What follows belongs to an exercise in optimizing a design on an open flow for small area, a short achievable clock period and few clock cycles per item; a production flow would make more cautious choices. Function was checked by simulation only, so behaviour that the tests miss may differ from the original. Power and IR drop assume default switching activity.

Design write_ring_offset_lookup_core, start of the top module:
module write_ring_offset_lookup_core #(
   parameter int SLOTS       = wrol_pkg::DEF_SLOTS,
   parameter int LENGTH_BITS = wrol_pkg::DEF_LENGTH_BITS
) (
   input  wire logic                            clock,
   input  wire logic                            reset,
   input  wire logic                            req_tvalid,
   output      logic                            req_tready,
   input  wire logic                            req_tuser,
   input  wire logic [wrol_pkg::REQ_DATA_W-1:0] req_tdata,
   output      logic                            rsp_tvalid,
   input  wire logic                            rsp_tready,
   output      logic                            rsp_tuser,
   output      logic [wrol_pkg::RSP_DATA_W-1:0] rsp_tdata
);
For scale: about 4,500 cells after synthesis, about 1,400 flip-flops, roughly 64,000 µm² of cells after synthesis.
Settings: LEC_CHECK=0, CAP_MARGIN=20, CORE_MARGIN=2, CORE_UTILIZATION=55, CTS_BUF_LIST=sky130_fd_sc_hd__clkbuf_4 sky130_fd_sc_hd__clkbuf_8, SETUP_SLACK_MARGIN=2.9, SLEW_MARGIN=20, TNS_END_PERCENT=20; clock period 6.0 ns.
run.sh (not shown) runs the stock make flow with config.mk's settings and CLKGATE_MAP_FILE= SYNTH_SCRIPT=/design/flow/synth_recipe.tcl, a recipe that flattens the netlist after the stock synthesis.
Testbench counts at the start, summed over its fixed seeds: cycles 8,040, items 8,000.
Rerun with:
- CORE_UTILIZATION: 55 -> 40
- CTS_BUF_LIST: sky130_fd_sc_hd__clkbuf_4 sky130_fd_sc_hd__clkbuf_8 -> not set
- SETUP_SLACK_MARGIN: 2.9 -> 3.2
- TNS_END_PERCENT: 20 -> not set
Setup slack improves by 16 ps.
Total power increases by a few percent.
Wire length increases by a few percent.
Utilization decreases by 16 points.
Final area increases by a few percent.
Global-route usage decreases by 8.0 points.
Via count increases slightly.
Synthesized cell count does not change.
Register-to-register slack improves by 20 ps.

Setup of build 86:
write_ring_offset_lookup_core, a different RTL version from the one above (not shown whole).
Size in the first run: ~4400 cells after synthesis, about 1400 flip-flops.
==> flow/config.mk <==
export PLATFORM = sky130hd
export DESIGN_NAME = write_ring_offset_lookup_core
export DESIGN_NICKNAME = write_ring_offset_lookup_core
export VERILOG_FILES = /design/flow/design.v
export SDC_FILE = /design/flow/constraint.sdc
export NUM_CORES = 4
export LEC_CHECK = 0
export ABC_CLOCK_PERIOD_IN_PS = 3200
export CAP_MARGIN = 20
export CORE_MARGIN = 2
export CORE_UTILIZATION = 40
export CTS_BUF_LIST = sky130_fd_sc_hd__clkbuf_4
export SETUP_SLACK_MARGIN = 2.9
export SLEW_MARGIN = 20
==> flow/constraint.sdc <==
create_clock -name core_clock -period 6.0 [get_ports {clock}]
set_input_delay 1.2000 -clock core_clock [delete_from_list [all_inputs] [get_ports {clock}]]
set_output_delay 1.2000 -clock core_clock [all_outputs]
set_load 0.01 [all_outputs]
The flow did not stop early for build 86: all stages ran, and the layout cleared the timing, design-rule and antenna checks.
Testbench counts of build 86, summed over its fixed seeds: cycles 8,032, items 8,000.
Inputs modified between build 86 and build 60:
Settings: swapping 20 for 10 in CAP_MARGIN; clearing ABC_CLOCK_PERIOD_IN_PS, which used to be 3200; swapping 20 for 10 in SLEW_MARGIN.
[summary]
- Build 60 vs. build 86: share of the final layout cell area in sequential cells -0.41 points, non-clock buffer count climbed 15.
- Compared build 60 against build 86; cell-internal power within noise.
- Going from build 86 to build 60, the layout overhead on the synthesized area was found to have gone up by 0.88 points.
- Build 60 | stages: all done | timing, DRC, antenna: all pass
- Build 60 gives more post-route fraction of the period consumed by the critical path than build 86 did.
- | final design area excluding fillers | lower: build 86 |
- Between build 86 and build 60, the flow reports fill cell instance count of the final layout decreasing slightly.
Relative to build 60, the following input files were edited for build 53:
Settings: swapping 10 for 20 in SLEW_MARGIN; swapping 10 for 20 in CAP_MARGIN; swapping 2.9 for 3.0 in SETUP_SLACK_MARGIN.
--- outcome ---
Build 53: no failed stages, no open violations at the end. Build 60 completed; timing, DRC and antenna clean. Max time the worst path needs with I/O delays and setup across build 60 and build 53: build 60. Final area was higher in build 53 than in build 60. Cmp build 60 and build 53 / share of total power in sequential cells / higher: build 60. Build 53 vs. build 60: number of detailed-route iterations in the first pass went up; total detailed-routing wirelength went up; period utilization went down; first-iteration DRC count went down. Of the two values seen for worst-path cell with the longest stage delay, sky130_fd_sc_hd__o211ai_1 was produced by build 53 and sky130_fd_sc_hd__ha_2 by build 60. Against build 60 as the reference, build 53 delivers a higher total met3 wirelength after detailed routing. As far as final count of hold timing violations goes, build 53 and build 60 are indistinguishable; the numbers are identical.
diff inputs: build 53 => build 29
Settings: putting GPL_ROUTABILITY_DRIVEN at 0 where nothing was set; swapping 3.0 for 2.9 in SETUP_SLACK_MARGIN; putting GPL_TIMING_DRIVEN at 0 where nothing was set.
[summary]
The flow did not stop early for build 29: all stages ran, and the layout cleared the timing, design-rule and antenna checks.
The initial detailed-routing violation count in build 29 sits 846 above the value recorded for build 53.
Higher number of ordinary and repair buffers in the finished layout was reported by build 29, not build 53.
Relative to build 53, largest net degree at the start of global routing decreased by 21 in build 29.
The inputs of build 19 differ from those of build 29 as listed below.
Settings: a deleted GPL_TIMING_DRIVEN that had been 0; a deleted GPL_ROUTABILITY_DRIVEN that had been 0; an added ABC_AREA of 1.
==> comparison <==
Build 19 reports its class of the tightest hold or removal check as in2reg while build 29 reports reg2reg.
Build 19 vs. build 29: post-synthesis simple-gate area fraction went up by 10 points.
Share of the final layout cell area in multi-input gates: build 19 vs build 29 up 1.0 points
On met3 capacity usage during global routing: build 19 sits above build 29.

write_ring_offset_lookup_core again, from the RTL that the note above started with.
clock: 6.0 ns
lec_check: 0
cap_margin: 20
core_margin: 2
core_utilization: 40
cts_buf_list: sky130_fd_sc_hd__clkbuf_4
setup_slack_margin: 3.1
slew_margin: 20
The starting point ran to the end with no violations.
Testbench counts at the start, summed over its fixed seeds: cycles 8,032, items 8,000.
Then changed:
CORE_UTILIZATION = 60   (was 40)
SETUP_SLACK_MARGIN = 2.9   (was 3.1)
After rerunning: The new run ran to the end with no violations. Synthesized area does not change. Worst setup slack improved by 15 ps. Core utilization climbs by 22 points. Via count drops by 1.1%. Total power drops by 1.7%. Routed wire length drops by 9.2%. Clock skew barely changes.

run A:
Starting RTL as in the previous note.
export LEC_CHECK = 0
export ABC_CLOCK_PERIOD_IN_PS = 2000
export CAP_MARGIN = 20
export CORE_MARGIN = 2
export CORE_UTILIZATION = 40
export CTS_BUF_LIST = sky130_fd_sc_hd__clkbuf_4
export SETUP_SLACK_MARGIN = 2.9
export SLEW_MARGIN = 20
create_clock -name core_clock -period 6.0 [get_ports {clock}]
Testbench counts of run A, summed over its fixed seeds: cycles 8,032, items 8,000.
Input-level comparison between run B and run A:
Settings: a deleted ABC_CLOCK_PERIOD_IN_PS that had been 2000; an added TNS_END_PERCENT of 10.
[summary]
Every stage of the flow completed for run B, and the final layout passed the timing, design-rule and antenna checks. End point of the critical path: req_tready -> run A, c_hv_ff[7]$_DFFE_PP_ -> run B. Per the comparison of run B with run A, fraction of the cycle the final worst path needs now larger, number of top-level pins shows no meaningful change. Run comparison: run B slowest cell on the critical path sky130_fd_sc_hd__a211oi_4; run A slowest cell on the critical path sky130_fd_sc_hd__dfxtp_4. Looking at count of plain and timing-repair buffers in the layout, run B sits about 3% lower than run A does. Run B vs. run A: cell count went down by 30. Measured against each other, run B and run A differ in met2 usage in global routing, the lower figure coming from run B. Run B: share of the core filled with cells in the final layout 0.24 points below run A. Summary: with run A as the reference, final area in run B moved down slightly. When the final numbers for run B and run A were put side by side, the area overhead of the layout relative to synthesis turned out to be greater in run A. Time the worst path needs with I/O delays and setup: run B worse than run A.
> inputs changed (run B -> run C)
Settings: TNS_END_PERCENT: 10 -> unset.
Results
Of run B and run C, the run reporting the higher clock network power share was run C. Compared with run B, in run C layout buffer count excluding clock buffers now larger, number of non-clock inverters now larger. Summary — met2 demand-to-capacity share in global routing, run C relative to run B: higher, by 0.50 points. Run B → run C: worst setup slack picked up an extra 160 ps; critical path depth lost 7. Of run B and run C, the run reporting the lower post-layout minimum cycle time was run C. Share of the cycle needed by the critical path after routing delta for run C relative to run B: 2.7 points lower. Combinational share of power (lower): run B. On run C: required time reported for the critical path endpoint is 2280 ps lower than what run B gave. On met1 layer usage reported by global route, run B and run C are basically level.

what the ideal ports hide:
How much do the figures lean on ideal ports? The routed layouts below were timed once more, with nothing changed but the port constraints.
Step 1 (the two cells are an assumption about what drives the block):
set clk [get_ports {clock}]
set_driving_cell -lib_cell sky130_fd_sc_hd__clkbuf_16 $clk
set_driving_cell -lib_cell sky130_fd_sc_hd__buf_2 [delete_from_list [all_inputs] $clk]
Step 2 also shifts input and output timing later by t, the mid clock arrival at the registers, as if the neighbouring blocks saw the same clock.
Slacks: ideal / step 1 / step 2; pairs: ideal / step 1.
run | t, ns | setup slack, ns | worst slew at a driven data input, ns
the first run of note 1 | 1.008 | 2.728 / 2.728 / 2.036 | 0.05
the second run of note 1 | 0.893 | 2.745 / 2.744 / 2.327 | 0.08
build 86 | 1.332 | 2.820 / 2.743 / 1.621 | 0.09
build 60 | 1.323 | 2.743 / 2.756 / 1.470 | 0.09
build 53 | 1.333 | 2.810 / 2.744 / 1.605 | 0.09
build 29 | 1.380 | 2.578 / 2.501 / 1.393 | 0.06
build 19 | 1.365 | 2.791 / 2.714 / 1.670 | 0.07
the first run of note 3 | 1.362 | 2.776 / 2.700 / 1.616 | 0.10
the second run of note 3 | 1.240 | 2.790 / 2.801 / 1.596 | 0.06
run A | 1.332 | 2.820 / 2.743 / 1.621 | 0.09
run B | 1.371 | 2.658 / 2.658 / 1.525 | 0.08
run C | 1.332 | 2.820 / 2.743 / 1.621 | 0.09
After both steps every run listed still meets setup and hold. The setup slack of build 60, which loses most, moves by +0.013 ns with the drivers and by -1.273 ns with both steps.
